From an optimization exercise on the open Yosys and OpenROAD flow, aimed at small area, a short achievable clock period and few clock cycles per item; shortcuts taken in it are not production practice. RTL that was checked went through simulation tests only; none was proved equivalent to the original.

## maple
## img2col
module img2col (
    input  logic        clk,
    input  logic        nrst,
    input  logic        wb_cyc_i,
    input  logic        wb_stb_i,
    input  logic        wb_we_i,
    input  logic [6:0]  wb_adr_i,
    input  logic [31:0] wb_dat_i,
    output logic        wb_ack_o,
    output logic [31:0] wb_dat_o
);
    logic req, wr, rd;
    logic is_pix, is_wgt, is_ctrl, is_stat, is_res, fast_rd;
    logic [4:0] idx;
    assign req     = wb_cyc_i & wb_stb_i;
    assign wr      = req & wb_we_i;
    assign rd      = req & ~wb_we_i;
    assign idx     = wb_adr_i[4:0];
    assign is_pix  = (wb_adr_i[6:5] == 2'b00) & (idx < 5'd25);
    assign is_wgt  = (wb_adr_i[6:5] == 2'b01) & (idx < 5'd25);
    assign is_ctrl = wb_adr_i == 7'd64;
    assign is_stat = wb_adr_i == 7'd65;
    assign is_res  = wb_adr_i == 7'd66;
    assign fast_rd = wb_adr_i[6:2] == 5'b10000;
    logic       slow1_q, slow2_q;    
    logic [2:0] rgrp_q;
    logic [1:0] rrow_q;
    logic       rpix_q, rwgt_q;
    logic [7:0] pix [0:24];
    logic [7:0] wgt [0:24];
    logic [7:0] reuse [0:19];        
    logic [7:0] nw [0:19];           
    logic started_q, first_q;
    logic [2:0] p_q;
    logic ok_q;
    logic [20:0] r_s, r_c, res_s, res_c;
    logic resv_q;
    logic pend_q, calc_q;
    logic done_q;
    always_comb
        for (int j = 0; j < 20; j++)
            nw[j] = (first_q | (slow1_q & rpix_q)) ? pix[j] : reuse[j];
    genvar g;
    generate
        for (g = 0; g < 25; g++)
        begin : g_regs
            always_ff @(posedge clk)
            begin
                if (wr && is_pix && idx == g)
                    pix[g] <= wb_dat_i[7:0];
                if (wr && is_wgt && idx == g)
                    wgt[g] <= wb_dat_i[7:0];
            end
        end
    endgenerate
    logic [7:0] rsel;
    logic [20:0] res_sum;
    res_add u_add (.a(res_s), .b(res_c), .sum(res_sum));
    bus_out u_out (
        .wb_cyc_i (wb_cyc_i),
        .wb_stb_i (wb_stb_i),
        .wb_we_i  (wb_we_i),
        .wb_adr_i (wb_adr_i),
        .slow2    (slow2_q),
  ...
Size: roughly 77 I/O pins, ~37,000 sq um of cells after synthesis.
Settings: LEC_CHECK=0, ABC_CLOCK_PERIOD_IN_PS=4500, CAP_MARGIN=10, CORE_MARGIN=2, CORE_UTILIZATION=60, CTS_CLUSTER_DIAMETER=120, CTS_CLUSTER_SIZE=24, SETUP_SLACK_MARGIN=5.0, SLEW_MARGIN=10, SYNTH_HIERARCHICAL=1; clock period 10.0 ns.
run.sh (not shown) runs the stock make flow with config.mk's settings and CLKGATE_MAP_FILE= SYNTH_SCRIPT=/design/flow/synth_recipe.tcl, a recipe that flattens the netlist after the stock synthesis.
maple | stages: all done | timing, DRC, antenna: all pass
[inputs] oak vs maple
diff --git a/flow/design.v b/flow/design.v
--- a/flow/design.v
+++ b/flow/design.v
@@ -17,19 +17,19 @@
     assign req     = wb_cyc_i & wb_stb_i;
     assign wr      = req & wb_we_i;
     assign rd      = req & ~wb_we_i;
     assign idx     = wb_adr_i[4:0];
     assign is_pix  = (wb_adr_i[6:5] == 2'b00) & (idx < 5'd25);
     assign is_wgt  = (wb_adr_i[6:5] == 2'b01) & (idx < 5'd25);
     assign is_ctrl = wb_adr_i == 7'd64;
     assign is_stat = wb_adr_i == 7'd65;
     assign is_res  = wb_adr_i == 7'd66;
-    assign fast_rd = wb_adr_i[6:2] == 5'b10000;
+    assign fast_rd = is_stat | is_res;
     logic       slow1_q, slow2_q;    
     logic [2:0] rgrp_q;
     logic [1:0] rrow_q;
     logic       rpix_q, rwgt_q;
     logic [7:0] pix [0:24];
     logic [7:0] wgt [0:24];
     logic [7:0] reuse [0:19];        
     logic [7:0] nw [0:19];           
     logic started_q, first_q;
@@ -162,35 +162,27 @@
     end
     logic [7:0] an [0:3];            
     logic [7:0] wn [0:3];            
     logic [7:0] a0, a1, a2, a3;
     logic [3:0] bn0, bn1, bn2, bn3;      
     logic [3:0] bo0, bo1, bo2, bo3;      
     logic [3:0] bt0, bt1, bt2, bt3;      
     logic [3:0] en [0:3], eo [0:3], et [0:3];
     logic [8:0] n_d, n_q;
-    logic       ok_d, slow1_d, useful;
-    logic [2:0] rgrp_d, spec_d, lsel_d, p_one;
+    logic       ok_d, slow1_d;
+    logic [2:0] rgrp_d, spec_d, lsel_d;
     logic [6:0] lsel_q;
-    logic [6:0] modl;                
-    always_comb
-    begin
-        modl[4:0] = mod_grp[4:0];
-        modl[5]   = mod_w5;
-        modl[6]   = 1'b0;
-    end
-    assign ok_d    = ~slow1_q & lsel_q[p_next] & ~modl[p_next];
+    assign ok_d    = ~slow1_q & (spec_p == p_next)
+                   & ~((p_next == 3'd5) ? mod_w5 : mod_grp[p_next]);
     assign slow1_d = rd & ~fast_rd & ~slow1_q & ~slow2_q;
     assign rgrp_d  = slow1_d ? 3'(idx / 4) : rgrp_q;
-    assign p_one   = step_ok ? p_q + 3'd1 : p_q;
-    assign useful  = ~slow1_q & lsel_q[p_one] & ~modl[p_one];
-    assign spec_d  = (useful & (p_one < 3'd6)) ? p_one + 3'd1 : p_one;
-    assign lsel_d  = slow1_d ? rgrp_d : (go ? 3'd0 : spec_d);
+    assign spec_d  = (ok_d & ~go & (p_next < 3'd6)) ? p_next + 3'd1 : p_next;
+    assign lsel_d  = slow1_d ? rgrp_d : spec_d;
     always_comb
     begin
         n_d = 9'd0;
         for (int s = 0; s < 4; s++)
         begin
             an[s] = ({8{lsel_q[0]}} & nw[s])
                   | ({8{lsel_q[1]}} & nw[4 + s])
                   | ({8{lsel_q[2]}} & nw[8 + s])
                   | ({8{lsel_q[3]}} & nw[12 + s])
@@ -624,28 +616,28 @@
     wire e_366 = (e_328 & r_s[18]) | (e_328 & r_c[18]) | (r_s[18] & r_c[18]);
     wire e_367 = r_s[19] ^ r_c[19];
     wire e_368 = r_s[19] & r_c[19];
     wire e_369 = r_s[20] ^ r_c[20];
     wire e_370 = r_s[20] & r_c[20];
     assign eng_s = {e_368, e_366, e_364, e_362, e_360, e_358, e_356, e_354, e_352, e_350, e_348, e_346, e_344, e_342, e_340, e_338, e_336, e_334, e_332, e_330, e_329};
     assign eng_c = {e_369, e_367, e_365, e_363, e_361, e_359, e_357, e_355, e_353, e_351, e_349, e_347, e_345, e_343, e_341, e_339, e_337, e_335, e_333, e_331, r_c[0]};
     always_ff @(posedge clk)
     begin
-        if (step_ok)
-        begin
-            r_s <= eng_s;
-            r_c <= eng_c;
-        end
-        else if (p_q == 3'd0 || calc_q)
+        if ((p_next == 3'd0 && !go) || calc_q)
         begin
             r_s <= 21'd878592;
             r_c <= 21'd0;
         end
+        else if (step_ok)
+        begin
+            r_s <= eng_s;
+            r_c <= eng_c;
+        end
         if (calc_q)
         begin
             res_s <= eng_s;
             res_c <= eng_c;
         end
     end
 endmodule
 module res_add (
     input  logic [20:0] a,
@@ -681,24 +673,15 @@
     input  logic        slow2,
     input  logic [8:0]  rsel,        
     input  logic        done,
     input  logic        resv,        
     input  logic [20:0] res,
     output logic        wb_ack_o,
     output logic [31:0] wb_dat_o
 );
     logic fast_rd;
-    assign fast_rd  = wb_adr_i[6:2] == 5'b10000;
+    assign fast_rd  = (wb_adr_i[6:2] == 5'b10000) & (wb_adr_i[1] ^ wb_adr_i[0]);
     assign wb_ack_o = wb_cyc_i & wb_stb_i & (wb_we_i | slow2 | fast_rd);
-    always_comb
-    begin
-        if (slow2)
-            wb_dat_o = {{24{rsel[8]}}, rsel[7:0]};
-        else if (wb_adr_i[1:0] == 2'b01)
-            wb_dat_o = {31'd0, done};
-        else if (wb_adr_i[1:0] == 2'b10)
-            wb_dat_o = {{11{res[20]}}, res} & {32{resv}};
-        else
-            wb_dat_o = 32'd0;
-    end
+    assign wb_dat_o = slow2 ? {{24{rsel[8]}}, rsel[7:0]}
+                    : (wb_adr_i[0] ? {31'd0, done} : ({{11{res[20]}}, res} & {32{resv}}));
 endmodule
 `default_nettype wire
## What came out
- Compared with maple, oak instantiates a larger number of standard cells.
- For the total routing resource utilization after global routing, oak came in 0.37 points higher than maple did.
- Between oak and maple, it is oak whose buffers inserted during post-CTS setup optimization is lower, by 22.
- Taking maple as the reference, in oak average routed wire per standard cell shows no meaningful change; minimum setup slack in the final design rose by 54 ps; fraction of the yosys area taken by sequential cells down 1.0 points; mean area per synthesized cell went down.
Testbench counts of oak, summed over its fixed seeds: cycles 8,614, windows 1,008.
Function not checked in maple: the RTL went through the layout flow alone.

---

Another version of the RTL of img2col (not shown whole).
For scale: ~3,300 cells after synthesis, about 38,000 um^2 of cells after synthesis.
make LEC_CHECK=0 ABC_CLOCK_PERIOD_IN_PS=4500 CAP_MARGIN=20 CORE_MARGIN=2 CORE_UTILIZATION=45 SETUP_SLACK_MARGIN=5.0 SLEW_MARGIN=20 SYNTH_HIERARCHICAL=1 finish   # period 10.0 ns
Change:
--- a/flow/design.v
+++ b/flow/design.v
@@ -48,27 +48,25 @@
         for (g = 0; g < 25; g++)
         begin : g_regs
             always_ff @(posedge clk)
             begin
                 if (wr && is_pix && idx == g)
                     pix[g] <= wb_dat_i[7:0];
                 if (wr && is_wgt && idx == g)
                     wgt[g] <= wb_dat_i[7:0];
             end
         end
     endgenerate
     logic [7:0] rsel;
-    logic [20:0] res_sum;
-    res_add u_add (.a(res_s), .b(res_c), .sum(res_sum));
-    assign res = res_sum & {21{resv_q}};
+    assign res = (res_s + res_c) & {21{resv_q}};
     bus_out u_out (
         .wb_cyc_i (wb_cyc_i),
         .wb_stb_i (wb_stb_i),
         .wb_we_i  (wb_we_i),
         .wb_adr_i (wb_adr_i),
         .slow2    (slow2_q),
         .rsel     ({rwgt_q & rsel[7], rsel}),
         .done     (done_q),
         .res      (res),
         .wb_ack_o (wb_ack_o),
         .wb_dat_o (wb_dat_o)
     );
@@ -611,50 +609,24 @@
         else if (step_ok)
         begin
             r_s <= eng_s;
             r_c <= eng_c;
         end
         if (calc_q)
         begin
             res_s <= eng_s;
             res_c <= eng_c;
         end
     end
 endmodule
-module res_add (
-    input  logic [20:0] a,
-    input  logic [20:0] b,
-    output logic [20:0] sum
-);
-    logic [20:0] gen [0:5];
-    logic [20:0] prp [0:5];
-    always_comb
-    begin
-        gen[0] = a & b;
-        prp[0] = a ^ b;
-        for (int l = 0; l < 5; l++)
-            for (int i = 0; i < 21; i++)
-                if (i >= (1 << l))
-                begin
-                    gen[l + 1][i] = gen[l][i] | (prp[l][i] & gen[l][i - (1 << l)]);
-                    prp[l + 1][i] = prp[l][i] & prp[l][i - (1 << l)];
-                end
-                else
-                begin
-                    gen[l + 1][i] = gen[l][i];
-                    prp[l + 1][i] = prp[l][i];
-                end
-        sum = prp[0] ^ {gen[5][19:0], 1'b0};
-    end
-endmodule
 module bus_out (
     input  logic        wb_cyc_i,
     input  logic        wb_stb_i,
     input  logic        wb_we_i,
     input  logic [6:0]  wb_adr_i,
     input  logic        slow2,
     input  logic [8:0]  rsel,        
     input  logic        done,
     input  logic [20:0] res,
     output logic        wb_ack_o,
     output logic [31:0] wb_dat_o
 );
Synthesized area fell slightly.
Flip-flop and latch count stays the same.
Die area shrinks slightly.
Setup slack got worse by 0.24 ns.
Register-to-register slack gets better by 0.02 ns.
Design area drops slightly.
Cell count is lower by roughly a tenth.
No run of this note included a check of the RTL's function; only the layout flow was run.

==> separate check: timing with driven ports <==
In the flow no input, the clock included, has a driving cell. The finished layouts below were timed again as built, in two steps. Step 1 (the two cells are an assumption about what drives the block):
set clk [get_ports {clk}]
set_driving_cell -lib_cell sky130_fd_sc_hd__clkbuf_16 $clk
set_driving_cell -lib_cell sky130_fd_sc_hd__buf_2 [delete_from_list [all_inputs] $clk]
Step 2 also shifts input and output timing later by t, the mid clock arrival at the registers, as if the neighbouring blocks saw the same clock. Three values: ideal, step 1, step 2; two values: the first two.
run | t, ns | slack for setup (ns) | clock arrival spread, ns | cell pins on the clock port's net
maple | 0.663 | 4.987 / 4.941 / 4.460 | 0.039 / 0.039 | 1
oak | 0.673 | 5.041 / 4.998 / 4.527 | 0.063 / 0.063 | 1
the first run of note 2 | 0.695 | 4.837 / 4.774 / 4.473 | 0.035 / 0.036 | 1
the second run of note 2 | 0.698 | 4.596 / 4.526 / 4.453 | 0.033 / 0.033 | 1
After both steps every run listed still meets setup and hold. For maple, which loses most, drivers alone change the setup slack by -0.046 ns; drivers and shift together by -0.527 ns.
